What follows belongs to an exercise in optimizing a design on an open flow for small area; a production flow would make more cautious choices. Function was checked by simulation only, so behaviour that the tests miss may differ from the original.

File: design.v
`timescale 1ns/100ps
package game_pkg;
  localparam int pad_bits = 12;               
  localparam int spawn_four_limit = 230;      
  localparam logic [7:0] lfsr_seed = 8'h69;
  localparam logic [3:0] max_tile = 4'd11;    
  localparam int btn_up    = 7;
  localparam int btn_down  = 6;
  localparam int btn_left  = 5;
  localparam int btn_right = 4;
  localparam logic [5:0] border_rgb = 6'b10_10_10;   
endpackage
`timescale 1ns/100ps
module pad_receiver (
  input  logic clk,
  input  logic rst_n,
  input  logic pmod_data,
  input  logic pmod_clk,
  input  logic pmod_latch,
  output logic [11:0] shift_reg,    
  output logic latch_rise           
);
  logic [1:0] data_sync;
  logic [1:0] clk_sync;
  logic [1:0] latch_sync;
  logic clk_prev;
  logic latch_prev;
  logic clk_rise;
  always_ff @(posedge clk or negedge rst_n) begin
    if (!rst_n) begin
      data_sync  <= 2'b11;
      clk_sync   <= 2'b11;
      latch_sync <= 2'b11;
      clk_prev   <= 1'b1;
      latch_prev <= 1'b1;
    end else begin
      data_sync  <= {data_sync[0], pmod_data};
      clk_sync   <= {clk_sync[0], pmod_clk};
      latch_sync <= {latch_sync[0], pmod_latch};
      clk_prev   <= clk_sync[1];
      latch_prev <= latch_sync[1];
    end
  end
  assign clk_rise   = clk_sync[1] & ~clk_prev;
  assign latch_rise = latch_sync[1] & ~latch_prev;
  always_ff @(posedge clk or negedge rst_n) begin
    if (!rst_n) begin
      shift_reg <= '1;
    end else if (clk_rise) begin
      shift_reg <= {shift_reg[10:0], data_sync[1]};
    end
  end
endmodule
`timescale 1ns/100ps
module move_detect (
  input  logic clk,
  input  logic rst_n,
  input  logic [11:0] shift_reg,
  input  logic latch_rise,
  output logic strobe,
  output logic [1:0] dir      
);
  logic [3:0] pad_dir;    
  logic [3:0] press;
  logic pend;
  assign press = shift_reg[7:4] & ~pad_dir & {4{~&shift_reg}};
  always_ff @(posedge clk or negedge rst_n) begin
    if (!rst_n) begin
      pad_dir <= 4'hf;
      pend    <= 1'b0;
      strobe  <= 1'b0;
      dir     <= 2'd0;
    end else begin
      pend   <= latch_rise & (|press);
      strobe <= pend;
      if (latch_rise) begin
        pad_dir <= shift_reg[7:4];
        dir     <= press[3] ? 2'd0 : press[2] ? 2'd1 : press[1] ? 2'd2 : 2'd3;
      end
    end
  end
endmodule
`timescale 1ns/100ps
module slide_line (
  input  logic [15:0] a,
  input  logic hold,         
  output logic [15:0] o,
  output logic chg           
);
  logic [3:0] a0, a1, a2, a3;
  logic n0, n1, n2, n3;
  logic [3:0] b0, b1, b2, b3;
  logic [3:0] p0, p1, p2, p3;
  logic two, one;
  logic m0, m1, m23;
  logic gap;
  assign {a3, a2, a1, a0} = a;
  assign n0 = hold | (|a0);
  assign n1 = hold | (|a1);
  assign n2 = hold | (|a2);
  assign n3 = hold | (|a3);
  assign b0 = n0 ? a0 : a1;
  assign b1 = n0 ? a1 : 4'd0;
  assign b2 = n2 ? a2 : a3;
  assign b3 = n2 ? a3 : 4'd0;
  assign two = n0 & n1;
  assign one = n0 ^ n1;
  assign p0 = (n0 | n1) ? b0 : b2;
  assign p1 = two ? b1 : one ? b2 : b3;
  assign p2 = two ? b2 : one ? b3 : 4'd0;
  assign p3 = two ? b3 : 4'd0;
  assign m0  = !hold && (p0 == p1) && (p1 != 4'd0) && !(p0[3] & p0[1] & p0[0]);
  assign m1  = !hold && !m0 && (p1 == p2) && (p2 != 4'd0) && !(p1[3] & p1[1] & p1[0]);
  assign m23 = !hold && !m1 && (p2 == p3) && (p3 != 4'd0) && !(p2[3] & p2[1] & p2[0]);
  assign o[3:0]   = p0 + {3'd0, m0};
  assign o[7:4]   = m0 ? p2 + {3'd0, m23} : p1 + {3'd0, m1};
  assign o[11:8]  = m0 ? (m23 ? 4'd0 : p3) : m1 ? p3 : p2 + {3'd0, m23};
  assign o[15:12] = (m0 | m1 | m23) ? 4'd0 : p3;
  assign gap = (!n0 & (n1 | n2 | n3)) | (!n1 & (n2 | n3)) | (!n2 & n3);
  assign chg = gap | m0 | m1 | m23;
endmodule
module board_engine (
  input  logic clk,
  input  logic rst_n,
  input  logic strobe,
  input  logic [1:0] dir,            
  output logic [63:0] board,         
  output logic [1:0] orient
);
  function automatic int turn(input int g, input int a, input int b);
    int x, y;
    x = (g >= 2) ? b : a;
    y = (g >= 2) ? a : b;
    if (g % 2 == 1) begin
      x = 3 - x;
      y = 3 - y;
    end
    turn = x*4 + y;
  endfunction
  logic hold;
  logic [1:0] g;
  logic [15:0] line_in [4];
  logic [15:0] line_out [4];
  logic [3:0] line_chg;
  logic changed;
  logic [7:0] lfsr;
  assign hold = !(strobe && !changed);
  assign g = hold ? 2'd0 : (orient ^ dir);
  always_comb begin
    for (int j = 0; j < 4; j++) begin
      for (int i = 0; i < 4; i++) begin
        case (g)
          2'd0:    line_in[j][i*4 +: 4] = board[turn(0, j, i)*4 +: 4];
          2'd1:    line_in[j][i*4 +: 4] = board[turn(1, j, i)*4 +: 4];
          2'd2:    line_in[j][i*4 +: 4] = board[turn(2, j, i)*4 +: 4];
          default: line_in[j][i*4 +: 4] = board[turn(3, j, i)*4 +: 4];
        endcase
      end
    end
  end
  for (genvar j = 0; j < 4; j++) begin : g_line
    slide_line u_line (
      .a    (line_in[j]),
      .hold (hold),
      .o    (line_out[j]),
      .chg  (line_chg[j])
    );
  end
  logic [15:0] empty;            
  logic [2:0] q0, q1, q2, q3;    
  logic [3:0] c8lo;
  logic [3:0] n;                 
  logic [3:0] target;
  logic [3:0] pos;               
  always_comb begin
    for (int x = 0; x < 4; x++) begin
      for (int y = 0; y < 4; y++) begin
        case (orient)
          2'd0:    empty[x*4+y] = (board[turn(0, x, y)*4 +: 4] == 4'd0);
          2'd1:    empty[x*4+y] = (board[turn(1, x, y)*4 +: 4] == 4'd0);
          2'd2:    empty[x*4+y] = (board[turn(2, x, y)*4 +: 4] == 4'd0);
          default: empty[x*4+y] = (board[turn(3, x, y)*4 +: 4] == 4'd0);
        endcase
      end
    end
  end
  assign q0 = {2'd0, empty[0]} + {2'd0, empty[1]} + {2'd0, empty[2]} + {2'd0, empty[3]};
  assign q1 = {2'd0, empty[4]} + {2'd0, empty[5]} + {2'd0, empty[6]} + {2'd0, empty[7]};
  assign q2 = {2'd0, empty[8]} + {2'd0, empty[9]} + {2'd0, empty[10]} + {2'd0, empty[11]};
  assign q3 = {2'd0, empty[12]} + {2'd0, empty[13]} + {2'd0, empty[14]} + {2'd0, empty[15]};
  assign c8lo = {1'b0, q0} + {1'b0, q1};
  assign n = c8lo + {1'b0, q2} + {1'b0, q3};
  function automatic logic [3:0] mod_step(input logic [3:0] r, input logic b, input logic [3:0] d);
    logic [4:0] rb;
    logic [5:0] diff;
    rb = {r, b};
    diff = {1'b0, rb} - {2'b0, d};
    mod_step = diff[5] ? rb[3:0] : diff[3:0];
  endfunction
  always_comb begin : mod_n
    logic [3:0] r;
    r = (lfsr[7] && n != 4'd1) ? 4'd1 : 4'd0;
    for (int k = 6; k >= 0; k--) r = mod_step(r, lfsr[k], n);
    target = r;
  end
  always_comb begin : pick
    logic [3:0] t1;
    logic [2:0] t2;
    logic [1:0] t3;
    logic [2:0] c4;
    logic [3:0] col;
    logic [1:0] c2;
    logic [1:0] pair;
    pos[3] = (target >= c8lo);
    t1 = pos[3] ? target - c8lo : target;
    c4 = pos[3] ? q2 : q0;
    pos[2] = ({1'b0, t1} >= {2'b0, c4});
    t2 = pos[2] ? t1[2:0] - c4 : t1[2:0];
    col = empty[{pos[3], pos[2]}*4 +: 4];
    c2 = {1'b0, col[0]} + {1'b0, col[1]};
    pos[1] = ({1'b0, t2} >= {2'b0, c2});
    t3 = pos[1] ? t2[1:0] - c2 : t2[1:0];
    pair = pos[1] ? col[3:2] : col[1:0];
    pos[0] = pair[0] ? t3[0] : 1'b1;
  end
  logic [3:0] spos;
  always_comb begin
    spos = orient[1] ? {pos[1:0], pos[3:2]} : pos;
    if (orient[0]) spos = ~spos;
  end
  logic [1:0] spawn_bits;
  logic [15:0] hit;
  assign spawn_bits = (lfsr < 8'd230) ? 2'b01 : 2'b10;
  assign hit = 16'd1 << spos;
  always_ff @(posedge clk or negedge rst_n) begin
    if (!rst_n) begin
      lfsr             <= game_pkg::lfsr_seed;
      changed          <= 1'b0;
      orient           <= 2'd0;
      board            <= '0;
      board[5*4 +: 4]  <= 4'd1;    
      board[10*4 +: 4] <= 4'd1;
    end else begin
      lfsr    <= {lfsr[6:0], lfsr[7] ^ lfsr[5] ^ lfsr[4] ^ lfsr[3]};
      changed <= |line_chg;
      if (!hold) orient <= dir;
      for (int j = 0; j < 4; j++) begin
        for (int i = 0; i < 4; i++) begin
          board[(j*4+i)*4 +: 4] <= line_out[j][i*4 +: 4] |
                                   {2'b00, {2{changed & hit[j*4+i]}} & spawn_bits};
        end
      end
    end
  end
endmodule
`timescale 1ns/100ps
module vga_timing (
  input  logic clk,
  input  logic rst_n,
  output logic [2:0] hc,
  output logic [7:0] hx,
  output logic [2:0] vc,
  output logic [6:0] vy
);
  logic h_wrap;
  logic line_end;
  logic v_wrap;
  assign h_wrap   = (hx == 8'd159);
  assign line_end = h_wrap && (hc == 3'd4);
  assign v_wrap   = (vc == 3'd4) ? (vy == 7'd44) : (vy == 7'd119);
  always_ff @(posedge clk or negedge rst_n) begin
    if (!rst_n) begin
      hc <= '0;
      hx <= '0;
      vc <= '0;
      vy <= '0;
    end else begin
      if (h_wrap) begin
        hx <= '0;
        hc <= (hc == 3'd4) ? 3'd0 : hc + 3'd1;
      end else begin
        hx <= hx + 8'd1;
      end
      if (line_end) begin
        if (v_wrap) begin
          vy <= '0;
          vc <= (vc == 3'd4) ? 3'd0 : vc + 3'd1;
        end else begin
          vy <= vy + 7'd1;
        end
      end
    end
  end
endmodule
`timescale 1ns/100ps
module tile_renderer (
  input  logic clk,
  input  logic rst_n,
  input  logic [2:0] hc,
  input  logic [7:0] hx,
  input  logic [2:0] vc,
  input  logic [6:0] vy,
  input  logic [63:0] board,    
  input  logic [1:0] orient,
  output logic hsync,
  output logic vsync,
  output logic [1:0] red,
  output logic [1:0] green,
  output logic [1:0] blue
);
  logic active;
  logic border;
  logic [3:0] tile;
  logic [5:0] colour;
  logic pix_hsync;
  logic pix_vsync;
  assign active = !hc[2] && !vc[2];
  assign border = (hx < 8'd4) || (vy < 7'd4) ||
                  (hc == 3'd3 && hx >= 8'd156) || (vc == 3'd3 && vy >= 7'd116);
  logic [3:0] scell;
  always_comb begin
    scell = orient[1] ? {vc[1:0], hc[1:0]} : {hc[1:0], vc[1:0]};
    if (orient[0]) scell = ~scell;
  end
  assign tile   = board[scell*4 +: 4];
  assign pix_hsync = !(hc == 3'd4 && hx >= 8'd16 && hx < 8'd112);
  assign pix_vsync = !(vc == 3'd4 && vy >= 7'd10 && vy < 7'd12);
  function automatic logic [5:0] palette(input logic [3:0] t);
    case (t)
      4'd0:    palette = 6'b00_00_00;
      4'd1:    palette = 6'b11_00_00;
      4'd2:    palette = 6'b11_10_00;
      4'd3:    palette = 6'b11_11_00;
      4'd4:    palette = 6'b10_11_00;
      4'd5:    palette = 6'b00_11_00;
      4'd6:    palette = 6'b00_11_10;
      4'd7:    palette = 6'b00_11_11;
      4'd8:    palette = 6'b00_00_11;
      4'd9:    palette = 6'b11_00_11;
      4'd10:   palette = 6'b11_01_11;
      4'd11:   palette = 6'b11_11_11;
      default: palette = 6'b00_00_00;
    endcase
  endfunction
  always_comb begin
    if (!active) colour = '0;
    else if (border) colour = game_pkg::border_rgb;
    else colour = palette(tile);
  end
  always_ff @(posedge clk or negedge rst_n) begin
    if (!rst_n) begin
      red   <= 2'b00;
      green <= 2'b00;
      blue  <= 2'b00;
      hsync <= 1'b1;
      vsync <= 1'b1;
    end else begin
      red   <= colour[5:4];
      green <= colour[3:2];
      blue  <= colour[1:0];
      hsync <= pix_hsync;
      vsync <= pix_vsync;
    end
  end
endmodule
`timescale 1ns/100ps
module game_2048_top (
  input  logic clk,
  input  logic rst_n,
  input  logic pmod_data,
  input  logic pmod_clk,
  input  logic pmod_latch,
  output logic hsync,
  output logic vsync,
  output logic [1:0] red,
  output logic [1:0] green,
  output logic [1:0] blue
);
  logic [11:0] shift_reg;
  logic latch_rise;
  logic strobe;
  logic [1:0] dir;
  logic [63:0] board;
  logic [1:0] orient;
  logic [2:0] hc;
  logic [7:0] hx;
  logic [2:0] vc;
  logic [6:0] vy;
  pad_receiver pad_i (
    .clk        (clk),
    .rst_n      (rst_n),
    .pmod_data  (pmod_data),
    .pmod_clk   (pmod_clk),
    .pmod_latch (pmod_latch),
    .shift_reg  (shift_reg),
    .latch_rise (latch_rise)
  );
  move_detect move_i (
    .clk        (clk),
    .rst_n      (rst_n),
    .shift_reg  (shift_reg),
    .latch_rise (latch_rise),
    .strobe     (strobe),
    .dir        (dir)
  );
  board_engine board_i (
    .clk    (clk),
    .rst_n  (rst_n),
    .strobe (strobe),
    .dir    (dir),
    .board  (board),
    .orient (orient)
  );
  vga_timing timing_i (
    .clk   (clk),
    .rst_n (rst_n),
    .hc    (hc),
    .hx    (hx),
    .vc    (vc),
    .vy    (vy)
  );
  tile_renderer render_i (
    .clk   (clk),
    .rst_n (rst_n),
    .hc    (hc),
    .hx    (hx),
    .vc    (vc),
    .vy    (vy),
    .board (board),
    .orient(orient),
    .hsync (hsync),
    .vsync (vsync),
    .red   (red),
    .green (green),
    .blue  (blue)
  );
endmodule
File: flow/run.sh
#!/bin/bash
# The standard layout, with two changes:
#  - synthesis: ORFS's synth.tcl without the full/half adder extraction, and
#    abc mapping with flow/abc.script (area oriented) instead of ORFS's speed
#    script; registers are mapped exactly as in the standard synthesis
#  - CTS: the arguments in flow/cts_args.txt (smaller clock buffers, no dummy
#    loads)
#  - port buffers: every input and output port still gets its own buffer, a
#    buf_1 instead of the larger cell buffer_ports picks by default
# Each tool's output: flow.log (make), orfs/logs/ (per step), patch.log.
set -euo pipefail
W=$(pwd)
python3 flow/patch_synth.py "$FLOW_HOME/scripts/synth.tcl" "$W/synth_patched.tcl" "$W/flow/abc.script" > patch.log 2>&1
sed "s#\$::env(SCRIPTS_DIR)/synth.tcl#$W/synth_patched.tcl#" synth_recipe.tcl > my_synth.tcl
grep -q synth_patched my_synth.tcl
sed "s#SYNTH_SCRIPT=[^ ]*#SYNTH_SCRIPT=$W/my_synth.tcl#" standard.sh > my_standard.sh
grep -q "SYNTH_SCRIPT=$W/my_synth.tcl" my_standard.sh
export CTS_ARGS="$(cat flow/cts_args.txt)"
export BUFFER_PORTS_ARGS="-buffer_cell sky130_fd_sc_hd__buf_1"
echo "CTS_ARGS=$CTS_ARGS BUFFER_PORTS_ARGS=$BUFFER_PORTS_ARGS" > cts_args.log
bash my_standard.sh > flow.log 2>&1
File: flow/abc.script
strash
&get -n
&fraig -x
&put
scorr
dc2
strash
&get -n
&deepsyn -T 120
&put
strash
dch -f
amap
File: flow/cts_args.txt
-sink_clustering_enable -repair_clock_nets -dont_use_dummy_load -root_buf sky130_fd_sc_hd__clkbuf_16 -buf_list sky130_fd_sc_hd__clkbuf_8
File: flow/patch_synth.py
# Writes a copy of ORFS's synth.tcl that leaves adders to abc (no extract_fa)
# and maps with the abc script given (area oriented) instead of ORFS's
# speed script. Registers are mapped exactly as in the standard synthesis.
import sys
src, dst, script = sys.argv[1], sys.argv[2], sys.argv[3]
s = open(src).read()
a = """if {
  [env_var_exists_and_non_empty ADDER_MAP_FILE] &&"""
assert s.count(a) == 1, "adder block not found"
s = s.replace(a, """if { 0 &&
  [env_var_exists_and_non_empty ADDER_MAP_FILE] &&""")
b = "  log_cmd abc {*}$abc_args\n"
assert s.count(b) == 1, "abc call not found"
s = s.replace(b, "  log_cmd abc -script " + script + " {*}$lib_args {*}$lib_dont_use_args\n")
open(dst, "w").write(s)
print("patched", src, "->", dst)
File: standard.sh
#!/bin/bash
# synth_recipe.tcl (not shown) runs the flow's synth.tcl, then flattens the netlist and writes it again
# the make line also repeats each setting of config.mk as NAME=value (left out here)
make -C /OpenROAD-flow-scripts/flow DESIGN_CONFIG=/design/flow/config.mk WORK_HOME=/design/flow/orfs CLKGATE_MAP_FILE= SYNTH_SCRIPT=/design/flow/synth_recipe.tcl "${@:-finish}"
File: config.mk
export PLATFORM = sky130hd
export DESIGN_NAME = game_2048_top
export DESIGN_NICKNAME = game_2048_top
export VERILOG_FILES = /design/flow/design.v
export SDC_FILE = /design/flow/constraint.sdc
export NUM_CORES = 4
export LEC_CHECK = 0
export CAP_MARGIN = 10
export CORE_MARGIN = 2
export CORE_UTILIZATION = 40
export GPL_TIMING_DRIVEN = 1
export PLACE_DENSITY = 0.45
export SLEW_MARGIN = 10
File: constraint.sdc
create_clock -name core_clock -period 32.0 [get_ports {clk}]
set_input_delay 6.4000 -clock core_clock [delete_from_list [all_inputs] [get_ports {clk}]]
set_output_delay 6.4000 -clock core_clock [all_outputs]
set_load 0.01 [all_outputs]
==> run_summary.xml, run 1 <==
<?xml version="1.0" encoding="UTF-8"?>
<metrics>
  <group name="worst_setup_path">
    <metric name="slowest_cell_on_the_critical_path" unit="">sky130_fd_sc_hd__o21ai_0</metric>
    <metric name="critPathRequiredTime" unit="ns">32.19</metric>
    <metric name="worstSetupPathType" unit="">flip-flop to flip-flop</metric>
    <metric name="worst_setup_path_end_kind" unit="">flip-flop</metric>
    <metric name="critPathArrivalTime" unit="ns">18.23</metric>
    <metric name="timing.critical_path.mode_cell" unit="">sky130_fd_sc_hd__nor2_1</metric>
    <metric name="critPathMaxFanout" unit="">24</metric>
    <metric name="slowest_stage_delay_cp" unit="ns">0.81</metric>
    <metric name="critical_path.startpoint_type" unit="">flip-flop</metric>
  </group>
  <group name="yosys">
    <metric name="yosys_warnings" unit="">8</metric>
    <metric name="post_synth_instance_area" unit="um2">9920</metric>
    <metric name="seq_area_frac_synth" unit="">0.3370</metric>
    <metric name="async_flop_share" unit="">1.000</metric>
    <metric name="synth.ff_latch_count" unit="">132</metric>
    <metric name="synth_cells" unit="">1364</metric>
    <metric name="edff_count_synth" unit="">0</metric>
    <metric name="avgSynthCellArea" unit="um2">7.272</metric>
    <metric name="postSynth.topFlopCell" unit="">sky130_fd_sc_hd__dfrtp_1</metric>
    <metric name="mappedNetlistNets" unit="">1369</metric>
    <metric name="post_synth_num_cell_types" unit="">43</metric>
  </group>
  <group name="finish">
    <metric name="layout-drive-gt1-share" unit="">0.04894</metric>
    <metric name="post-route-cell-area" unit="um2">10760</metric>
    <metric name="largest_register_ffs" unit="">64</metric>
    <metric name="final_net_count" unit="">1417</metric>
    <metric name="relative_area_change_from_synthesis_to_final_layout" unit="%">8.439</metric>
    <metric name="mostFrequentLayoutCell" unit="">sky130_fd_sc_hd__nor2_1</metric>
    <metric name="num_antenna_cells" unit="">0</metric>
    <metric name="mostFrequentLayoutCells" unit="">238 x sky130_fd_sc_hd__nor2_1, 157 x sky130_fd_sc_hd__clkinv_1, 150 x sky130_fd_sc_hd__o22ai_1, 125 x sky130_fd_sc_hd__o21ai_0, 109 x sky130_fd_sc_hd__nand2_1</metric>
    <metric name="fillers" unit="">2556</metric>
  </group>
  <group name="sta">
    <metric name="grt_setup_unrepaired" unit="">no</metric>
    <metric name="finalCritPeriodShare" unit="">0.5637</metric>
    <metric name="slew_viol_final" unit="">0</metric>
    <metric name="finalSetupViolCount" unit="">0</metric>
    <metric name="totalNegativeSetupSlack" unit="ns">0</metric>
    <metric name="fin_skew" unit="ns">0.05421</metric>
    <metric name="finalHoldViolCount" unit="">0</metric>
    <metric name="timing.final.crit_period" unit="ns">18.04</metric>
    <metric name="fmax" unit="MHz">55.44</metric>
    <metric name="final_worst_hold_slack" unit="ns">0.3511</metric>
    <metric name="relSlewSlack" unit="">0.2992</metric>
    <metric name="timing_worst_slew_pin_value" unit="ns">1.040</metric>
  </group>
  <group name="route">
    <metric name="routed_wire_length_per_instance" unit="um">21.25</metric>
    <metric name="totalWireLength" unit="mm">36.84</metric>
    <metric name="dr.pass1.iters" unit="">6</metric>
    <metric name="route.antenna.remaining_nets" unit="">0</metric>
    <metric name="avgViaCountPerCell" unit="">6.292</metric>
    <metric name="drt-initial-drc-count" unit="">1218</metric>
    <metric name="vias" unit="">10910</metric>
    <metric name="drcViolationCount" unit="">0</metric>
  </group>
  <group name="floorplanning">
    <metric name="floorplan.io_pins" unit="">13</metric>
    <metric name="dieArea" unit="um2">26070</metric>
    <metric name="die_height" unit="um">161.5</metric>
    <metric name="fp.coreArea" unit="um2">24320</metric>
    <metric name="starting_density" unit="">0.4079</metric>
    <metric name="num_rows" unit="">57</metric>
    <metric name="floorplan.die.width" unit="um">161.5</metric>
  </group>
  <group name="clock_network">
    <metric name="cts_inserted_buffers" unit="">17</metric>
    <metric name="postCtsSetupBuffers" unit="">0</metric>
    <metric name="numClockSinks" unit="">132</metric>
    <metric name="cts_tree" unit="">done</metric>
    <metric name="worst_skew_pair.late_latency" unit="ns">0.39</metric>
    <metric name="h-tree-depth" unit="">4</metric>
    <metric name="clock_tree.buffer_depth" unit="">2</metric>
    <metric name="post_cts.resized_instances" unit="">0</metric>
    <metric name="holdBufCountCts" unit="">0</metric>
    <metric name="clk_root_buf" unit="">sky130_fd_sc_hd__clkbuf_16</metric>
    <metric name="clk_pin_slew_worst_paths" unit="ns">0.06</metric>
  </group>
  <group name="place">
    <metric name="placedInstanceArea" unit="um2">10510</metric>
    <metric name="post-dp-hpwl" unit="mm">28.29</metric>
    <metric name="quantity_of_i_o_buffers_inserted_on_ports" unit="">12</metric>
    <metric name="finalWeightedCongestion" unit="">1.006</metric>
  </group>
  <group name="grt">
    <metric name="grt_pass1_vias" unit="">10090</metric>
    <metric name="grt_pass1_wl" unit="mm">57.60</metric>
    <metric name="grt_start_max_net_pins" unit="">71</metric>
    <metric name="antenna_found_initial" unit="">0</metric>
    <metric name="grt-ovfl-total" unit="">0</metric>
    <metric name="grt.total_usage" unit="">0.2840</metric>
  </group>
  <group name="status">
    <metric name="run_status" unit="">finished clean</metric>
  </group>
  <group name="job">
    <metric name="maximum_capacitance_violations" unit="">0</metric>
  </group>
  <group name="min_path">
    <metric name="hold_class" unit="">flip-flop to flip-flop</metric>
  </group>
</metrics>
worst paths after layout:
check	from	to	slack (ns)	cells past startpoint
max	board_i.orient[0]	board_i.board[8]	13.96	85
min	move_i.pend	move_i.strobe	0.35	0
max reg2reg	board_i.orient[0]	board_i.board[8]	13.96	85
min reg2reg	move_i.pend	move_i.strobe	0.35	0
max in group asynchronous	rst_n	board_i.board[8]	24.34	3
min in group asynchronous	rst_n	timing_i.hx[1]	6.26	2
cell type report:
| class | instances | area, um2 | share of cell area |
|---|---|---|---|
| clock buffer | 17 | 245.2 | 0.02280 |
| inverter | 157 | 589.3 | 0.05479 |
| multi-input combinational | 1075 | 5997 | 0.5575 |
| sequential | 132 | 3343 | 0.3108 |
| tap | 324 | 405.4 | 0.03769 |
| timing repair buffer | 29 | 176.4 | 0.01640 |
cells in the mapped netlist (16+ instances only):
cell type                  instances  area [um2]
sky130_fd_sc_hd__a21oi_1          94       470.5
sky130_fd_sc_hd__a31oi_1          16       100.1
sky130_fd_sc_hd__clkinv_1        157       589.3
sky130_fd_sc_hd__dfrtp_1         100        2502
sky130_fd_sc_hd__dfstp_2          32       840.8
sky130_fd_sc_hd__nand2_1         109       409.1
sky130_fd_sc_hd__nand4_1          18       112.6
sky130_fd_sc_hd__nor2_1          240       900.9
sky130_fd_sc_hd__nor3_1           36       180.2
sky130_fd_sc_hd__o21a_1           20       150.1
sky130_fd_sc_hd__o21ai_0         127       635.6
sky130_fd_sc_hd__o221ai_1         26       227.7
sky130_fd_sc_hd__o22a_1           68       595.6
sky130_fd_sc_hd__o22ai_1         150       938.4
sky130_fd_sc_hd__or2_0            24       150.1
cell families (layout without fill, tap and decap cells):
logic type      after synthesis  after routing  share of synthesized area
flops                       132            132                     0.3370
compound gates              581            581                     0.3831
buf+inv                     157            203                    0.05941
simple gates                494            494                     0.2205
metal layers:
layer	routed length [um]	global-route usage	share of wire
met3	2565	0.04237	0.070
met1	16630	0.4022	0.45
met5	0	0	0
met2	16370	0.4408	0.44
met4	1279	0.1023	0.035
stage by stage:
stage	utilization	setup slack (ns)	cells
global placement	0.4322	14.87	1717
floorplan	-	16.61	1364
CTS	0.4423	14.27	1734
detailed placement	0.4322	14.36	1717
finish	0.4423	13.96	1734
global route	0.4423	11.32	1734
worst max-delay path: cells and delay by family (launching register included):
| family | cells | cell delay, ns |
|---|---|---|
| compound gates | 45 | 10.32 |
| simple gates | 31 | 4.07 |
| buf+inv | 9 | 2.72 |
| flops | 1 | 0.69 |
==> run 2, diff against run 1 <==
--- a/config.mk
+++ b/config.mk
@@ -5,9 +5,9 @@
 export SDC_FILE = /design/flow/constraint.sdc
 export NUM_CORES = 4
 export LEC_CHECK = 0
-export CAP_MARGIN = 10
+export CAP_MARGIN = 0
 export CORE_MARGIN = 2
 export CORE_UTILIZATION = 40
 export GPL_TIMING_DRIVEN = 1
 export PLACE_DENSITY = 0.45
-export SLEW_MARGIN = 10
+export SLEW_MARGIN = 0
==> run_summary.xml, run 2 <==
<?xml version="1.0" encoding="UTF-8"?>
<metrics>
  <group name="status">
    <metric name="run_status" unit="">finished clean</metric>
  </group>
  <group name="clock_network">
    <metric name="postCtsSetupBuffers" unit="">0</metric>
    <metric name="holdBufCountCts" unit="">0</metric>
    <metric name="worst_skew_pair.late_latency" unit="ns">0.39</metric>
    <metric name="clk_root_buf" unit="">sky130_fd_sc_hd__clkbuf_16</metric>
    <metric name="post_cts.resized_instances" unit="">0</metric>
    <metric name="numClockSinks" unit="">132</metric>
    <metric name="cts_inserted_buffers" unit="">17</metric>
    <metric name="clk_pin_slew_worst_paths" unit="ns">0.06</metric>
    <metric name="clock_tree.buffer_depth" unit="">2</metric>
    <metric name="cts_tree" unit="">done</metric>
    <metric name="h-tree-depth" unit="">4</metric>
  </group>
  <group name="worst_setup_path">
    <metric name="worstPathBufferInverterCount" unit="">9</metric>
    <metric name="critical_path.top_delay_family" unit="">compound AO/OA/AOI/OAI gates</metric>
    <metric name="slowest_stage_delay_cp" unit="ns">0.81</metric>
    <metric name="critPathMaxFanout" unit="">24</metric>
    <metric name="timing.critical_path.mode_cell" unit="">sky130_fd_sc_hd__nor2_1</metric>
    <metric name="slowest_cell_on_the_critical_path" unit="">sky130_fd_sc_hd__o21ai_0</metric>
    <metric name="worstSetupPathType" unit="">flip-flop to flip-flop</metric>
    <metric name="critical_path.startpoint_type" unit="">flip-flop</metric>
    <metric name="critPathArrivalTime" unit="ns">18.23</metric>
    <metric name="critPathRequiredTime" unit="ns">32.19</metric>
    <metric name="worst_setup_path_end_kind" unit="">flip-flop</metric>
  </group>
  <group name="floorplanning">
    <metric name="fp.coreArea" unit="um2">24320</metric>
    <metric name="num_rows" unit="">57</metric>
    <metric name="floorplan.io_pins" unit="">13</metric>
    <metric name="floorplan.die.width" unit="um">161.5</metric>
    <metric name="starting_density" unit="">0.4079</metric>
    <metric name="die_height" unit="um">161.5</metric>
    <metric name="dieArea" unit="um2">26070</metric>
  </group>
  <group name="grt">
    <metric name="grt_pass1_vias" unit="">10090</metric>
    <metric name="grt_start_max_net_pins" unit="">71</metric>
    <metric name="grt.total_usage" unit="">0.2840</metric>
    <metric name="grt_pass1_wl" unit="mm">57.60</metric>
    <metric name="antenna_found_initial" unit="">0</metric>
    <metric name="grt-ovfl-total" unit="">0</metric>
  </group>
  <group name="place">
    <metric name="quantity_of_i_o_buffers_inserted_on_ports" unit="">12</metric>
    <metric name="dpl.cell_count" unit="">1717</metric>
    <metric name="finalWeightedCongestion" unit="">1.006</metric>
    <metric name="post-dp-hpwl" unit="mm">28.29</metric>
  </group>
  <group name="route">
    <metric name="vias" unit="">10910</metric>
    <metric name="dr.pass1.iters" unit="">6</metric>
    <metric name="drt-initial-drc-count" unit="">1218</metric>
    <metric name="drcViolationCount" unit="">0</metric>
    <metric name="totalWireLength" unit="mm">36.84</metric>
    <metric name="avgViaCountPerCell" unit="">6.292</metric>
    <metric name="routed_wire_length_per_instance" unit="um">21.25</metric>
    <metric name="route.antenna.remaining_nets" unit="">0</metric>
  </group>
  <group name="yosys">
    <metric name="yosys_warnings" unit="">8</metric>
    <metric name="synth.cells.most_frequent" unit="">240 x sky130_fd_sc_hd__nor2_1, 157 x sky130_fd_sc_hd__clkinv_1, 150 x sky130_fd_sc_hd__o22ai_1</metric>
    <metric name="post_synth_instance_area" unit="um2">9920</metric>
    <metric name="post_synth_num_cell_types" unit="">43</metric>
    <metric name="seq_area_frac_synth" unit="">0.3370</metric>
    <metric name="async_flop_share" unit="">1.000</metric>
    <metric name="yosysTopAreaCellShare" unit="">0.2523</metric>
    <metric name="yosysMostFrequentCell" unit="">sky130_fd_sc_hd__nor2_1</metric>
    <metric name="synth_cells" unit="">1364</metric>
    <metric name="synthDominantAreaCellType" unit="">sky130_fd_sc_hd__dfrtp_1</metric>
    <metric name="avgSynthCellArea" unit="um2">7.272</metric>
    <metric name="postSynth.topFlopCell" unit="">sky130_fd_sc_hd__dfrtp_1</metric>
    <metric name="synth.ff_latch_count" unit="">132</metric>
    <metric name="post_synth_main_area_contributors" unit="">sky130_fd_sc_hd__dfrtp_1 25%, sky130_fd_sc_hd__o22ai_1 9.5%, sky130_fd_sc_hd__nor2_1 9.1%</metric>
    <metric name="edff_count_synth" unit="">0</metric>
    <metric name="mappedNetlistNets" unit="">1369</metric>
  </group>
  <group name="sta">
    <metric name="timing_worst_slew_pin_value" unit="ns">1.040</metric>
    <metric name="fmax" unit="MHz">55.44</metric>
    <metric name="finalHoldViolCount" unit="">0</metric>
    <metric name="grt_setup_unrepaired" unit="">no</metric>
    <metric name="timing.final.crit_period" unit="ns">18.04</metric>
    <metric name="relSlewSlack" unit="">0.2992</metric>
    <metric name="finalSetupViolCount" unit="">0</metric>
    <metric name="slew_viol_final" unit="">0</metric>
    <metric name="fin_skew" unit="ns">0.05421</metric>
    <metric name="totalNegativeSetupSlack" unit="ns">0</metric>
    <metric name="finalCritPeriodShare" unit="">0.5637</metric>
  </group>
  <group name="finish">
    <metric name="layout-drive-gt1-share" unit="">0.04894</metric>
    <metric name="mostFrequentLayoutCells" unit="">238 x sky130_fd_sc_hd__nor2_1, 157 x sky130_fd_sc_hd__clkinv_1, 150 x sky130_fd_sc_hd__o22ai_1, 125 x sky130_fd_sc_hd__o21ai_0, 109 x sky130_fd_sc_hd__nand2_1</metric>
    <metric name="relative_area_change_from_synthesis_to_final_layout" unit="%">8.439</metric>
    <metric name="largest_register_ffs" unit="">64</metric>
    <metric name="fillers" unit="">2556</metric>
    <metric name="instances_no_fill" unit="">1734</metric>
    <metric name="final_net_count" unit="">1417</metric>
    <metric name="num_antenna_cells" unit="">0</metric>
    <metric name="fin_util" unit="">0.4423</metric>
    <metric name="mostFrequentLayoutCell" unit="">sky130_fd_sc_hd__nor2_1</metric>
  </group>
  <group name="job">
    <metric name="maximum_capacitance_violations" unit="">0</metric>
  </group>
  <group name="min_path">
    <metric name="hold_class" unit="">flip-flop to flip-flop</metric>
  </group>
</metrics>
## run 2: path summary, 6_finish.rpt
check | start | end | slack, ns | cells after the start
worst min register to register | move_i.pend | move_i.strobe | 0.35 | 0
worst min-delay path | move_i.pend | move_i.strobe | 0.35 | 0
max in group asynchronous | rst_n | board_i.board[8] | 24.34 | 3
min in group asynchronous | rst_n | timing_i.hx[1] | 6.26 | 2
worst max register to register | board_i.orient[0] | board_i.board[8] | 13.96 | 85
worst max-delay path | board_i.orient[0] | board_i.board[8] | 13.96 | 85
## run 2: area by class of cell
cell class                 instances  area [um2]  area share
clock buffer                      17       245.2     0.02280
tap                              324       405.4     0.03769
sequential                       132        3343      0.3108
multi-input combinational       1075        5997      0.5575
inverter                         157       589.3     0.05479
timing repair buffer              29       176.4     0.01640
## run 2: logic make-up after synthesis
| logic type | Yosys count | synth area share |
|---|---|---|
| compound gates | 581 | 0.3831 |
| buf+inv | 157 | 0.05941 |
| simple gates | 494 | 0.2205 |
| flops | 132 | 0.3370 |
## run 2: layer usage
layer | routed length (um) | GRT usage
met1 | 16630 | 0.4022
met2 | 16370 | 0.4408
met3 | 2565 | 0.04237
met4 | 1279 | 0.1023
met5 | 0 | 0
## run 2: per-stage QoR
step	hold slack, ns	instance area [um2]	worst slack [ns]
2_1_floorplan	0.3312	9920	16.61
3_3_place_gp	0.3335	10510	14.87
3_5_place_dp	0.3387	10510	14.36
4_1_cts	0.3540	10760	14.27
5_1_grt	0.3607	10760	11.32
6_report	0.3511	10760	13.96
==> run 3, diff against run 2 <==
--- a/flow/run.sh
+++ b/flow/run.sh
@@ -16,6 +16,6 @@
 sed "s#SYNTH_SCRIPT=[^ ]*#SYNTH_SCRIPT=$W/my_synth.tcl#" standard.sh > my_standard.sh
 grep -q "SYNTH_SCRIPT=$W/my_synth.tcl" my_standard.sh
 export CTS_ARGS="$(cat flow/cts_args.txt)"
-export BUFFER_PORTS_ARGS="-buffer_cell sky130_fd_sc_hd__buf_1"
+export BUFFER_PORTS_ARGS=""
 echo "CTS_ARGS=$CTS_ARGS BUFFER_PORTS_ARGS=$BUFFER_PORTS_ARGS" > cts_args.log
 bash my_standard.sh > flow.log 2>&1
--- a/config.mk
+++ b/config.mk
@@ -5,9 +5,9 @@
 export SDC_FILE = /design/flow/constraint.sdc
 export NUM_CORES = 4
 export LEC_CHECK = 0
-export CAP_MARGIN = 0
+export CAP_MARGIN = 10
 export CORE_MARGIN = 2
 export CORE_UTILIZATION = 40
-export GPL_TIMING_DRIVEN = 1
+export GPL_TIMING_DRIVEN = 0
 export PLACE_DENSITY = 0.45
-export SLEW_MARGIN = 0
+export SLEW_MARGIN = 10
==> run_summary.xml, run 3 <==
<?xml version="1.0" encoding="UTF-8"?>
<metrics>
  <group name="status">
    <metric name="run_status" unit="">finished clean</metric>
  </group>
  <group name="grt">
    <metric name="grt_pass1_vias" unit="">9975</metric>
    <metric name="grt_start_max_net_pins" unit="">83</metric>
    <metric name="antenna_found_initial" unit="">1</metric>
    <metric name="grt.total_usage" unit="">0.2766</metric>
    <metric name="grt_pass1_wl" unit="mm">56.26</metric>
    <metric name="grt-ovfl-total" unit="">0</metric>
  </group>
  <group name="floorplanning">
    <metric name="starting_density" unit="">0.4079</metric>
    <metric name="floorplan.io_pins" unit="">13</metric>
    <metric name="num_rows" unit="">57</metric>
    <metric name="dieArea" unit="um2">26070</metric>
    <metric name="fp.coreArea" unit="um2">24320</metric>
    <metric name="die_height" unit="um">161.5</metric>
    <metric name="floorplan.die.width" unit="um">161.5</metric>
  </group>
  <group name="sta">
    <metric name="totalNegativeSetupSlack" unit="ns">0</metric>
    <metric name="finalCritPeriodShare" unit="">0.6044</metric>
    <metric name="slew_viol_final" unit="">0</metric>
    <metric name="timing.final.crit_period" unit="ns">19.34</metric>
    <metric name="finalSetupViolCount" unit="">0</metric>
    <metric name="fmax" unit="MHz">51.71</metric>
    <metric name="setup_ws" unit="ns">12.66</metric>
    <metric name="fin_skew" unit="ns">0.04826</metric>
    <metric name="relSlewSlack" unit="">0.2320</metric>
    <metric name="grt_setup_unrepaired" unit="">no</metric>
    <metric name="finalHoldViolCount" unit="">0</metric>
    <metric name="timing_worst_slew_pin_value" unit="ns">1.140</metric>
  </group>
  <group name="worst_setup_path">
    <metric name="critical_path.startpoint_type" unit="">flip-flop</metric>
    <metric name="critPathArrivalTime" unit="ns">19.55</metric>
    <metric name="worstReg2RegEnd" unit="">board_i.board[0]</metric>
    <metric name="critPathMaxFanout" unit="">24</metric>
    <metric name="worstRegToRegCells" unit="">85</metric>
    <metric name="regToRegSetupSlack" unit="ns">12.66</metric>
    <metric name="slowest_stage_delay_cp" unit="ns">0.88</metric>
    <metric name="slowest_cell_on_the_critical_path" unit="">sky130_fd_sc_hd__o21ai_0</metric>
    <metric name="critical_path.startpoint" unit="">board_i.orient[0]</metric>
    <metric name="worstSetupPathType" unit="">flip-flop to flip-flop</metric>
    <metric name="critPathRequiredTime" unit="ns">32.21</metric>
    <metric name="timing.critical_path.mode_cell" unit="">sky130_fd_sc_hd__nor2_1</metric>
    <metric name="critical_path.reg2reg.startpoint" unit="">board_i.orient[0]</metric>
    <metric name="worst_setup_path_end_kind" unit="">flip-flop</metric>
  </group>
  <group name="clock_network">
    <metric name="clock_tree.buffer_depth" unit="">2</metric>
    <metric name="worst_skew_pair.late_latency" unit="ns">0.39</metric>
    <metric name="numClockSinks" unit="">132</metric>
    <metric name="clk_root_buf" unit="">sky130_fd_sc_hd__clkbuf_16</metric>
    <metric name="post_cts.resized_instances" unit="">0</metric>
    <metric name="h-tree-depth" unit="">4</metric>
    <metric name="clk_pin_slew_worst_paths" unit="ns">0.08</metric>
    <metric name="cts_inserted_buffers" unit="">17</metric>
    <metric name="holdBufCountCts" unit="">0</metric>
    <metric name="cts_tree" unit="">done</metric>
    <metric name="postCtsSetupBuffers" unit="">0</metric>
  </group>
  <group name="yosys">
    <metric name="avgSynthCellArea" unit="um2">7.272</metric>
    <metric name="post_synth_num_cell_types" unit="">43</metric>
    <metric name="mappedNetlistNets" unit="">1369</metric>
    <metric name="synth_xor_xnor_area_share" unit="">0</metric>
    <metric name="synth_cells" unit="">1364</metric>
    <metric name="synth.ff_latch_count" unit="">132</metric>
    <metric name="synth_compound_gate_area_share" unit="">0.3831</metric>
    <metric name="edff_count_synth" unit="">0</metric>
    <metric name="dominant_combinational_cell_family_by_area_after_synthesis" unit="">compound AO/OA/AOI/OAI gates</metric>
    <metric name="yosysTopAreaCellShare" unit="">0.2523</metric>
    <metric name="seq_area_frac_synth" unit="">0.3370</metric>
    <metric name="synthDominantAreaCellType" unit="">sky130_fd_sc_hd__dfrtp_1</metric>
    <metric name="post_synth_instance_area" unit="um2">9920</metric>
    <metric name="post_synth_fa_ha_maj_area_fraction" unit="">0</metric>
    <metric name="synth.cells.most_frequent" unit="">240 x sky130_fd_sc_hd__nor2_1, 157 x sky130_fd_sc_hd__clkinv_1, 150 x sky130_fd_sc_hd__o22ai_1</metric>
    <metric name="synth.area.mux_share" unit="">0</metric>
    <metric name="async_flop_share" unit="">1.000</metric>
    <metric name="postSynth.topFlopCell" unit="">sky130_fd_sc_hd__dfrtp_1</metric>
    <metric name="yosysMostFrequentCell" unit="">sky130_fd_sc_hd__nor2_1</metric>
    <metric name="yosys_warnings" unit="">8</metric>
    <metric name="synth-simple-area-share" unit="">0.2205</metric>
    <metric name="post_synth_main_area_contributors" unit="">sky130_fd_sc_hd__dfrtp_1 25%, sky130_fd_sc_hd__o22ai_1 9.5%, sky130_fd_sc_hd__nor2_1 9.1%</metric>
  </group>
  <group name="min_path">
    <metric name="timing.hold.worst_endpoint" unit="">move_i.strobe</metric>
    <metric name="hold_start" unit="">move_i.pend</metric>
    <metric name="hold_class" unit="">flip-flop to flip-flop</metric>
    <metric name="min_delay_path_depth" unit="">0</metric>
  </group>
  <group name="route">
    <metric name="dr.pass1.iters" unit="">9</metric>
    <metric name="vias" unit="">10820</metric>
    <metric name="routed_wire_length_per_instance" unit="um">20.83</metric>
    <metric name="route.antenna.remaining_nets" unit="">0</metric>
    <metric name="drcViolationCount" unit="">0</metric>
    <metric name="drt-initial-drc-count" unit="">1190</metric>
    <metric name="avgViaCountPerCell" unit="">6.265</metric>
    <metric name="totalWireLength" unit="mm">35.97</metric>
  </group>
  <group name="finish">
    <metric name="layout-drive-gt1-share" unit="">0.04494</metric>
    <metric name="relative_area_change_from_synthesis_to_final_layout" unit="%">9.309</metric>
    <metric name="mostFrequentLayoutCell" unit="">sky130_fd_sc_hd__nor2_1</metric>
    <metric name="final_net_count" unit="">1409</metric>
    <metric name="largest_register_ffs" unit="">64</metric>
    <metric name="fillers" unit="">2505</metric>
    <metric name="mostFrequentLayoutCells" unit="">238 x sky130_fd_sc_hd__nor2_1, 157 x sky130_fd_sc_hd__clkinv_1, 149 x sky130_fd_sc_hd__o22ai_1, 125 x sky130_fd_sc_hd__o21ai_0, 109 x sky130_fd_sc_hd__nand2_1</metric>
    <metric name="fin_util" unit="">0.4459</metric>
  </group>
  <group name="place">
    <metric name="post-dp-hpwl" unit="mm">27.22</metric>
    <metric name="pre_cts_slack" unit="ns">12.89</metric>
    <metric name="quantity_of_i_o_buffers_inserted_on_ports" unit="">12</metric>
    <metric name="finalWeightedCongestion" unit="">0.9912</metric>
  </group>
  <group name="job">
    <metric name="maximum_capacitance_violations" unit="">0</metric>
  </group>
</metrics>
## run 3: cell counts after synthesis
No cell type changed its count.
## run 3: worst max-delay path: cells and delay by family, from the launching register on
family          cells  cell delay, ns
compound gates     46           11.35
buf+inv             8            2.74
flops               1            0.71
simple gates       31            4.39
## run 3: kinds of logic after synthesis
kind of cell,after synthesis
AOI/OAI and AO/OA,581
and+or+nand+nor,494
buffers and inverters,157
DFF,132
## run 3: area by class of cell
type	instances	area [um2]	area share
inverter	157	589.3	0.05435
sequential	132	3343	0.3083
antenna	1	2.502	0.0002308
timing repair buffer	21	247.7	0.02285
tap	324	405.4	0.03739
clock buffer	17	245.2	0.02262
multi-input combinational	1075	6010	0.5542
## run 3: routing by layer
| layer | global-route usage | share of wire | up-vias |
|---|---|---|---|
| met3 | 0.05470 | 0.073 | 95 |
| met2 | 0.4250 | 0.44 | 432 |
| met4 | 0.1075 | 0.041 | 0 |
| met1 | 0.3837 | 0.45 | 5025 |
| li1 | - | - | 5268 |
| met5 | 0 | 0 | - |
## run 3: worst max path at each step
stage                        end  depth (start not counted)
2_1_floorplan  board_i.board[37]                         88
3_3_place_gp    board_i.board[0]                         83
3_5_place_dp    board_i.board[0]                         85
4_1_cts         board_i.board[8]                         87
5_1_grt         board_i.board[9]                         89
6_report        board_i.board[0]                         85
## run 3: per-stage QoR
step / hold slack (ns) / std cells / instance area [um2]
floorplan: 0.3312 / 1364 / 9920
global placement: 0.3371 / 1700 / 10450
detailed placement: 0.3347 / 1706 / 10550
CTS: 0.3495 / 1723 / 10800
global route: 0.3670 / 1726 / 10840
finish: 0.3487 / 1727 / 10840
==> run 4, diff against run 3 <==
--- a/flow/run.sh
+++ b/flow/run.sh
@@ -16,6 +16,6 @@
 sed "s#SYNTH_SCRIPT=[^ ]*#SYNTH_SCRIPT=$W/my_synth.tcl#" standard.sh > my_standard.sh
 grep -q "SYNTH_SCRIPT=$W/my_synth.tcl" my_standard.sh
 export CTS_ARGS="$(cat flow/cts_args.txt)"
-export BUFFER_PORTS_ARGS=""
+export BUFFER_PORTS_ARGS="-buffer_cell sky130_fd_sc_hd__buf_1"
 echo "CTS_ARGS=$CTS_ARGS BUFFER_PORTS_ARGS=$BUFFER_PORTS_ARGS" > cts_args.log
 bash my_standard.sh > flow.log 2>&1
--- a/config.mk
+++ b/config.mk
@@ -7,7 +7,7 @@
 export LEC_CHECK = 0
 export CAP_MARGIN = 10
 export CORE_MARGIN = 2
-export CORE_UTILIZATION = 40
-export GPL_TIMING_DRIVEN = 0
-export PLACE_DENSITY = 0.45
+export CORE_UTILIZATION = 65
+export GPL_TIMING_DRIVEN = 1
+export PLACE_DENSITY = 0.7
 export SLEW_MARGIN = 10
==> run_summary.xml, run 4 <==
<?xml version="1.0" encoding="UTF-8"?>
<metrics>
  <group name="grt">
    <metric name="grt_pass1_vias" unit="">10480</metric>
    <metric name="grt_start_max_net_pins" unit="">79</metric>
    <metric name="grt_pass1_wl" unit="mm">54.44</metric>
    <metric name="gr_util_met1" unit="">0.5211</metric>
    <metric name="antenna_found_initial" unit="">0</metric>
    <metric name="grt.total_usage" unit="">0.4292</metric>
    <metric name="global_routing_s_busiest_layer" unit="">met2</metric>
    <metric name="grt.met3_usage" unit="">0.1022</metric>
    <metric name="grt-ovfl-total" unit="">0</metric>
    <metric name="grt.met2_usage" unit="">0.7115</metric>
  </group>
  <group name="min_path">
    <metric name="hold_start" unit="">pad_i.clk_sync[0]</metric>
    <metric name="min_delay_path_depth" unit="">0</metric>
    <metric name="hold_class" unit="">flip-flop to flip-flop</metric>
    <metric name="timing.hold.worst_endpoint" unit="">pad_i.clk_sync[1]</metric>
  </group>
  <group name="place">
    <metric name="quantity_of_i_o_buffers_inserted_on_ports" unit="">12</metric>
    <metric name="post-dp-hpwl" unit="mm">26.41</metric>
    <metric name="pre_cts_slack" unit="ns">14.17</metric>
    <metric name="finalWeightedCongestion" unit="">1.046</metric>
  </group>
  <group name="sta">
    <metric name="grt_setup_unrepaired" unit="">no</metric>
    <metric name="finalCritPeriodShare" unit="">0.5815</metric>
    <metric name="totalNegativeSetupSlack" unit="ns">0</metric>
    <metric name="timing.final.crit_period" unit="ns">18.61</metric>
    <metric name="finalSetupViolCount" unit="">0</metric>
    <metric name="fin_skew" unit="ns">0.02395</metric>
    <metric name="finalHoldViolCount" unit="">0</metric>
    <metric name="relSlewSlack" unit="">0.2849</metric>
    <metric name="timing_worst_slew_pin_value" unit="ns">1.061</metric>
    <metric name="fmax" unit="MHz">53.74</metric>
    <metric name="slew_viol_final" unit="">0</metric>
    <metric name="setup_ws" unit="ns">13.39</metric>
  </group>
  <group name="status">
    <metric name="run_status" unit="">finished clean</metric>
  </group>
  <group name="finish">
    <metric name="largest_register_ffs" unit="">64</metric>
    <metric name="layout-drive-gt1-share" unit="">0.04894</metric>
    <metric name="num_antenna_cells" unit="">0</metric>
    <metric name="mostFrequentLayoutCell" unit="">sky130_fd_sc_hd__nor2_1</metric>
    <metric name="mostFrequentLayoutCells" unit="">238 x sky130_fd_sc_hd__nor2_1, 157 x sky130_fd_sc_hd__clkinv_1, 150 x sky130_fd_sc_hd__o22ai_1, 126 x sky130_fd_sc_hd__o21ai_0, 109 x sky130_fd_sc_hd__nand2_1</metric>
    <metric name="fin_util" unit="">0.7039</metric>
    <metric name="relative_area_change_from_synthesis_to_final_layout" unit="%">6.673</metric>
    <metric name="fillers" unit="">1229</metric>
    <metric name="final_net_count" unit="">1417</metric>
  </group>
  <group name="floorplanning">
    <metric name="num_rows" unit="">45</metric>
    <metric name="floorplan.die.width" unit="um">127.5</metric>
    <metric name="starting_density" unit="">0.6598</metric>
    <metric name="floorplan.io_pins" unit="">13</metric>
    <metric name="fp.coreArea" unit="um2">15030</metric>
    <metric name="dieArea" unit="um2">16270</metric>
    <metric name="die_height" unit="um">127.5</metric>
  </group>
  <group name="worst_setup_path">
    <metric name="worstPathBufferInverterCount" unit="">9</metric>
    <metric name="worst_setup_path_end_kind" unit="">flip-flop</metric>
    <metric name="critical_path.startpoint_type" unit="">flip-flop</metric>
    <metric name="worstSetupPathType" unit="">flip-flop to flip-flop</metric>
    <metric name="worstRegToRegCells" unit="">93</metric>
    <metric name="regToRegSetupSlack" unit="ns">13.39</metric>
    <metric name="worstReg2RegEnd" unit="">board_i.board[12]</metric>
    <metric name="critPathMaxFanout" unit="">24</metric>
    <metric name="critical_path.reg2reg.startpoint" unit="">board_i.orient[0]</metric>
    <metric name="critPathRequiredTime" unit="ns">32.27</metric>
    <metric name="critPathArrivalTime" unit="ns">18.87</metric>
    <metric name="critical_path.top_delay_family" unit="">compound AO/OA/AOI/OAI gates</metric>
    <metric name="timing.critical_path.mode_cell" unit="">sky130_fd_sc_hd__nor2_1</metric>
    <metric name="slowest_stage_delay_cp" unit="ns">0.70</metric>
    <metric name="slowest_cell_on_the_critical_path" unit="">sky130_fd_sc_hd__dfrtp_1</metric>
  </group>
  <group name="route">
    <metric name="routed_wire_length_per_instance" unit="um">21.73</metric>
    <metric name="dr.pass1.iters" unit="">6</metric>
    <metric name="avgViaCountPerCell" unit="">7.252</metric>
    <metric name="drcViolationCount" unit="">0</metric>
    <metric name="drt-initial-drc-count" unit="">1667</metric>
    <metric name="vias" unit="">11590</metric>
    <metric name="route.antenna.remaining_nets" unit="">0</metric>
    <metric name="totalWireLength" unit="mm">34.72</metric>
  </group>
  <group name="clock_network">
    <metric name="worst_skew_pair.late_latency" unit="ns">0.38</metric>
    <metric name="h-tree-depth" unit="">4</metric>
    <metric name="clock_tree.buffer_depth" unit="">2</metric>
    <metric name="post_cts.resized_instances" unit="">0</metric>
    <metric name="numClockSinks" unit="">132</metric>
    <metric name="cts_inserted_buffers" unit="">17</metric>
    <metric name="clk_root_buf" unit="">sky130_fd_sc_hd__clkbuf_16</metric>
    <metric name="clk_pin_slew_worst_paths" unit="ns">0.09</metric>
    <metric name="postCtsSetupBuffers" unit="">0</metric>
    <metric name="cts_tree" unit="">done</metric>
    <metric name="holdBufCountCts" unit="">0</metric>
  </group>
  <group name="yosys">
    <metric name="yosysMostFrequentCell" unit="">sky130_fd_sc_hd__nor2_1</metric>
    <metric name="postSynth.topFlopCell" unit="">sky130_fd_sc_hd__dfrtp_1</metric>
    <metric name="seq_area_frac_synth" unit="">0.3370</metric>
    <metric name="synth.ff_latch_count" unit="">132</metric>
    <metric name="synth.cells.most_frequent" unit="">240 x sky130_fd_sc_hd__nor2_1, 157 x sky130_fd_sc_hd__clkinv_1, 150 x sky130_fd_sc_hd__o22ai_1</metric>
    <metric name="post_synth_instance_area" unit="um2">9920</metric>
    <metric name="post_synth_num_cell_types" unit="">43</metric>
    <metric name="post_synth_main_area_contributors" unit="">sky130_fd_sc_hd__dfrtp_1 25%, sky130_fd_sc_hd__o22ai_1 9.5%, sky130_fd_sc_hd__nor2_1 9.1%</metric>
    <metric name="mappedNetlistNets" unit="">1369</metric>
    <metric name="yosys_warnings" unit="">8</metric>
    <metric name="avgSynthCellArea" unit="um2">7.272</metric>
    <metric name="async_flop_share" unit="">1.000</metric>
    <metric name="yosysTopAreaCellShare" unit="">0.2523</metric>
    <metric name="synth_cells" unit="">1364</metric>
    <metric name="synthDominantAreaCellType" unit="">sky130_fd_sc_hd__dfrtp_1</metric>
    <metric name="edff_count_synth" unit="">0</metric>
  </group>
  <group name="job">
    <metric name="maximum_capacitance_violations" unit="">0</metric>
  </group>
</metrics>
-- run 4: changes by cell type in the layout (fill, tap and decap cells not counted), sizes merged --
cell,change
buf,+19
clkdlybuf4s50,-11
diode,-1
-- run 4: cells by family after synthesis --
kind of cell | Yosys count | share of synthesized area
compound gates | 581 | 0.3831
buf+inv | 157 | 0.05941
flops | 132 | 0.3370
simple gates | 494 | 0.2205
-- run 4: worst register-to-register path: cells and delay by family (launching register included) --
kind                   cells  cell delay [ns]
AND/OR/NAND/NOR           36             4.88
AO/OA/AOI/OAI             48            10.25
buffers and inverters      9             2.68
flip-flops                 1             0.70
-- run 4: area by class of cell --
type	instances	area, um2	share of cell area
Multi-Input combinational cell	1075	5992	0.5663
Timing Repair Buffer	29	176.4	0.01667
Clock buffer	17	245.2	0.02318
Tap cell	188	235.2	0.02223
Inverter	157	589.3	0.05569
Sequential cell	132	3343	0.3160
-- run 4: worst max-delay path by stage --
stage / startpoint / end / slack [ns] / cells past startpoint
2_1_floorplan: board_i.orient[0] / board_i.board[37] / 16.61 / 88
3_3_place_gp: board_i.orient[0] / board_i.board[41] / 15.32 / 85
3_5_place_dp: board_i.orient[0] / board_i.board[37] / 14.17 / 90
4_1_cts: board_i.orient[0] / board_i.board[12] / 14.06 / 93
5_1_grt: board_i.orient[0] / board_i.board[12] / 11.37 / 94
6_report: board_i.orient[0] / board_i.board[12] / 13.39 / 93
-- run 4: through the flow --
step	std cells	area, um2	hold slack [ns]
CTS	1598	10580	0.3544
detailed placement	1581	10340	0.3537
global placement	1581	10340	0.3459
finish	1598	10580	0.3527
global route	1598	10580	0.3558
floorplan	1364	9920	0.3312
-- run 4: layer usage --
layer,wire length [um],vias up,share of wire
met3,3787,185,0.11
met2,15870,771,0.46
met5,0,-,0
li1,-,5288,-
met4,2117,0,0.061
met1,12950,5345,0.37
==> run 5, diff against run 4 <==
--- a/config.mk
+++ b/config.mk
@@ -7,7 +7,7 @@
 export LEC_CHECK = 0
 export CAP_MARGIN = 10
 export CORE_MARGIN = 2
-export CORE_UTILIZATION = 65
+export CORE_UTILIZATION = 55
 export GPL_TIMING_DRIVEN = 1
-export PLACE_DENSITY = 0.7
+export PLACE_DENSITY = 0.6
 export SLEW_MARGIN = 10
==> run_summary.xml, run 5 <==
<?xml version="1.0" encoding="UTF-8"?>
<metrics>
  <group name="finish">
    <metric name="num_antenna_cells" unit="">0</metric>
    <metric name="largest_register_ffs" unit="">64</metric>
    <metric name="fillers" unit="">1680</metric>
    <metric name="mostFrequentLayoutCell" unit="">sky130_fd_sc_hd__nor2_1</metric>
    <metric name="layout-drive-gt1-share" unit="">0.04759</metric>
    <metric name="post-route-cell-area" unit="um2">10620</metric>
    <metric name="fin_util" unit="">0.5951</metric>
    <metric name="final_net_count" unit="">1415</metric>
    <metric name="instances_no_fill" unit="">1637</metric>
    <metric name="relative_area_change_from_synthesis_to_final_layout" unit="%">7.039</metric>
    <metric name="mostFrequentLayoutCells" unit="">238 x sky130_fd_sc_hd__nor2_1, 157 x sky130_fd_sc_hd__clkinv_1, 150 x sky130_fd_sc_hd__o22ai_1, 126 x sky130_fd_sc_hd__o21ai_0, 109 x sky130_fd_sc_hd__nand2_1</metric>
  </group>
  <group name="place">
    <metric name="post-dp-hpwl" unit="mm">25.30</metric>
    <metric name="finalWeightedCongestion" unit="">1.090</metric>
    <metric name="dpl.cell_count" unit="">1620</metric>
    <metric name="quantity_of_i_o_buffers_inserted_on_ports" unit="">12</metric>
    <metric name="placedInstanceArea" unit="um2">10370</metric>
  </group>
  <group name="yosys">
    <metric name="synthDominantAreaCellType" unit="">sky130_fd_sc_hd__dfrtp_1</metric>
    <metric name="synth_xor_xnor_area_share" unit="">0</metric>
    <metric name="postSynth.topFlopCell" unit="">sky130_fd_sc_hd__dfrtp_1</metric>
    <metric name="yosysMostFrequentCell" unit="">sky130_fd_sc_hd__nor2_1</metric>
    <metric name="post_synth_instance_area" unit="um2">9920</metric>
    <metric name="mappedNetlistNets" unit="">1369</metric>
    <metric name="synth.ff_latch_count" unit="">132</metric>
    <metric name="edff_count_synth" unit="">0</metric>
    <metric name="yosysTopAreaCellShare" unit="">0.2523</metric>
    <metric name="post_synth_num_cell_types" unit="">43</metric>
    <metric name="synth.cells.most_frequent" unit="">240 x sky130_fd_sc_hd__nor2_1, 157 x sky130_fd_sc_hd__clkinv_1, 150 x sky130_fd_sc_hd__o22ai_1</metric>
    <metric name="async_flop_share" unit="">1.000</metric>
    <metric name="synth.area.mux_share" unit="">0</metric>
    <metric name="post_synth_main_area_contributors" unit="">sky130_fd_sc_hd__dfrtp_1 25%, sky130_fd_sc_hd__o22ai_1 9.5%, sky130_fd_sc_hd__nor2_1 9.1%</metric>
    <metric name="seq_area_frac_synth" unit="">0.3370</metric>
    <metric name="yosys_warnings" unit="">8</metric>
    <metric name="synth-simple-area-share" unit="">0.2205</metric>
    <metric name="avgSynthCellArea" unit="um2">7.272</metric>
    <metric name="synth_cells" unit="">1364</metric>
    <metric name="dominant_combinational_cell_family_by_area_after_synthesis" unit="">compound AO/OA/AOI/OAI gates</metric>
    <metric name="post_synth_fa_ha_maj_area_fraction" unit="">0</metric>
    <metric name="synth_compound_gate_area_share" unit="">0.3831</metric>
  </group>
  <group name="sta">
    <metric name="finalHoldViolCount" unit="">0</metric>
    <metric name="grt_setup_unrepaired" unit="">no</metric>
    <metric name="finalCritPeriodShare" unit="">0.5652</metric>
    <metric name="fmax" unit="MHz">55.29</metric>
    <metric name="finalSetupViolCount" unit="">0</metric>
    <metric name="fin_skew" unit="ns">0.03242</metric>
    <metric name="timing_worst_slew_pin_value" unit="ns">1.197</metric>
    <metric name="slew_viol_final" unit="">0</metric>
    <metric name="totalNegativeSetupSlack" unit="ns">0</metric>
    <metric name="relSlewSlack" unit="">0.1812</metric>
    <metric name="timing.final.crit_period" unit="ns">18.09</metric>
  </group>
  <group name="grt">
    <metric name="grt_start_max_net_pins" unit="">71</metric>
    <metric name="grt_pass1_vias" unit="">9835</metric>
    <metric name="grt.total_usage" unit="">0.3436</metric>
    <metric name="antenna_found_initial" unit="">0</metric>
    <metric name="grt_pass1_wl" unit="mm">52.37</metric>
    <metric name="grt-ovfl-total" unit="">0</metric>
  </group>
  <group name="min_path">
    <metric name="hold_class" unit="">flip-flop to flip-flop</metric>
    <metric name="hold_start" unit="">move_i.pend</metric>
    <metric name="timing.hold.worst_endpoint" unit="">move_i.strobe</metric>
    <metric name="min_delay_path_depth" unit="">0</metric>
  </group>
  <group name="floorplanning">
    <metric name="starting_density" unit="">0.5560</metric>
    <metric name="floorplan.io_pins" unit="">13</metric>
    <metric name="floorplan.die.width" unit="um">138.3</metric>
    <metric name="dieArea" unit="um2">19130</metric>
    <metric name="num_rows" unit="">49</metric>
    <metric name="die_height" unit="um">138.3</metric>
    <metric name="fp.coreArea" unit="um2">17840</metric>
  </group>
  <group name="worst_setup_path">
    <metric name="worstRegToRegCells" unit="">83</metric>
    <metric name="critPathRequiredTime" unit="ns">32.18</metric>
    <metric name="worstReg2RegEnd" unit="">board_i.board[37]</metric>
    <metric name="critical_path.startpoint" unit="">board_i.orient[0]</metric>
    <metric name="critPathArrivalTime" unit="ns">18.27</metric>
    <metric name="critical_path.top_delay_family" unit="">compound AO/OA/AOI/OAI gates</metric>
    <metric name="critical_path.reg2reg.startpoint" unit="">board_i.orient[0]</metric>
    <metric name="critical_path.startpoint_type" unit="">flip-flop</metric>
    <metric name="timing.critical_path.mode_cell" unit="">sky130_fd_sc_hd__nor2_1</metric>
    <metric name="worstSetupPathType" unit="">flip-flop to flip-flop</metric>
    <metric name="worst_setup_path_end_kind" unit="">flip-flop</metric>
    <metric name="regToRegSetupSlack" unit="ns">13.91</metric>
    <metric name="worstPathBufferInverterCount" unit="">7</metric>
    <metric name="slowest_stage_delay_cp" unit="ns">0.82</metric>
    <metric name="slowest_cell_on_the_critical_path" unit="">sky130_fd_sc_hd__o21ai_0</metric>
    <metric name="critPathMaxFanout" unit="">24</metric>
  </group>
  <group name="clock_network">
    <metric name="h-tree-depth" unit="">4</metric>
    <metric name="cts_tree" unit="">done</metric>
    <metric name="worst_skew_pair.late_latency" unit="ns">0.38</metric>
    <metric name="postCtsSetupBuffers" unit="">0</metric>
    <metric name="clk_root_buf" unit="">sky130_fd_sc_hd__clkbuf_16</metric>
    <metric name="clock_tree.buffer_depth" unit="">2</metric>
    <metric name="holdBufCountCts" unit="">0</metric>
    <metric name="numClockSinks" unit="">132</metric>
    <metric name="post_cts.resized_instances" unit="">0</metric>
    <metric name="cts_inserted_buffers" unit="">17</metric>
    <metric name="clk_pin_slew_worst_paths" unit="ns">0.06</metric>
  </group>
  <group name="route">
    <metric name="totalWireLength" unit="mm">33.31</metric>
    <metric name="drcViolationCount" unit="">0</metric>
    <metric name="drt-initial-drc-count" unit="">1490</metric>
    <metric name="routed_wire_length_per_instance" unit="um">20.35</metric>
    <metric name="dr.pass1.iters" unit="">9</metric>
    <metric name="route.antenna.remaining_nets" unit="">0</metric>
    <metric name="avgViaCountPerCell" unit="">6.763</metric>
    <metric name="vias" unit="">11070</metric>
  </group>
  <group name="status">
    <metric name="run_status" unit="">finished clean</metric>
  </group>
  <group name="job">
    <metric name="maximum_capacitance_violations" unit="">0</metric>
  </group>
</metrics>
==> run 5: area by class of cell <==
type,count,area [um2],area share
Clock buffer,17,245.2,0.02310
Inverter,157,589.3,0.05550
Multi-Input combinational cell,1075,5992,0.5643
Sequential cell,132,3343,0.3149
Tap cell,229,286.5,0.02699
Timing Repair Buffer,27,161.4,0.01520
==> run 5: logic make-up (layout without fill, tap and decap cells) <==
| kind of cell | count (synthesis) | after routing |
|---|---|---|
| AOI/OAI and AO/OA | 581 | 581 |
| and+or+nand+nor | 494 | 494 |
| buffers and inverters | 157 | 201 |
| DFF | 132 | 132 |
==> run 5: how the worst max path moves through the flow <==
| stage | slack, ns | to | depth (start not counted) |
|---|---|---|---|
| 4_1_cts | 14.21 | board_i.board[37] | 88 |
| 5_1_grt | 11.38 | board_i.board[37] | 85 |
| 3_3_place_gp | 15.07 | board_i.board[36] | 89 |
| 2_1_floorplan | 16.61 | board_i.board[37] | 88 |
| 6_report | 13.91 | board_i.board[37] | 83 |
| 3_5_place_dp | 14.26 | board_i.board[52] | 85 |
==> run 5: per-stage QoR <==
step | setup WS (ns) | hold WS (ns)
floorplan | 16.61 | 0.3312
global placement | 15.07 | 0.3353
detailed placement | 14.26 | 0.3372
CTS | 14.21 | 0.3594
global route | 11.38 | 0.3637
finish | 13.91 | 0.3594
==> run 5: layer usage <==
metal  part of all wire  vias to the layer above  global-route usage  wire (um)
met5                  0                        -                   0          0
met4              0.047                        0              0.1509       1579
met3              0.099                      122             0.08521       3301
met2               0.43                      655              0.5185      14200
met1               0.43                     5035              0.4709      14230
li1                   -                     5259                   -          -
==> run 5: worst reg2reg max path: cells and delay by family, from the launching register on <==
kind,cells,cell delay (ns)
DFF,1,0.70
and+or+nand+nor,30,4.26
buffers and inverters,7,2.31
AOI/OAI and AO/OA,46,10.65

## afterwards: timing with drivers on the ports
In the flow no input, the clock included, has a driving cell. The finished layouts below were timed again as built, in two steps.
Step 1 assumes that a clkbuf_16 drives the clock port and a buf_2 every other input.
Step 2 also shifts input and output timing later by t, the mid clock arrival at the registers, as if the neighbouring blocks saw the same clock.
a / b / c = no drivers / after step 1 / after step 2; a / b = the first two.
| run | t, ns | slack for setup (ns) | worst setup path after step 2 |
|---|---|---|---|
| run 1 | 0.416 | 13.962 / 13.962 / 13.962 | register to register |
| run 2 | 0.416 | 13.962 / 13.962 / 13.962 | register to register |
| run 3 | 0.417 | 12.661 / 12.661 / 12.661 | register to register |
| run 4 | 0.422 | 13.394 / 13.394 / 13.394 | register to register |
| run 5 | 0.411 | 13.914 / 13.914 / 13.914 | register to register |
After both steps every run listed still meets setup and hold.
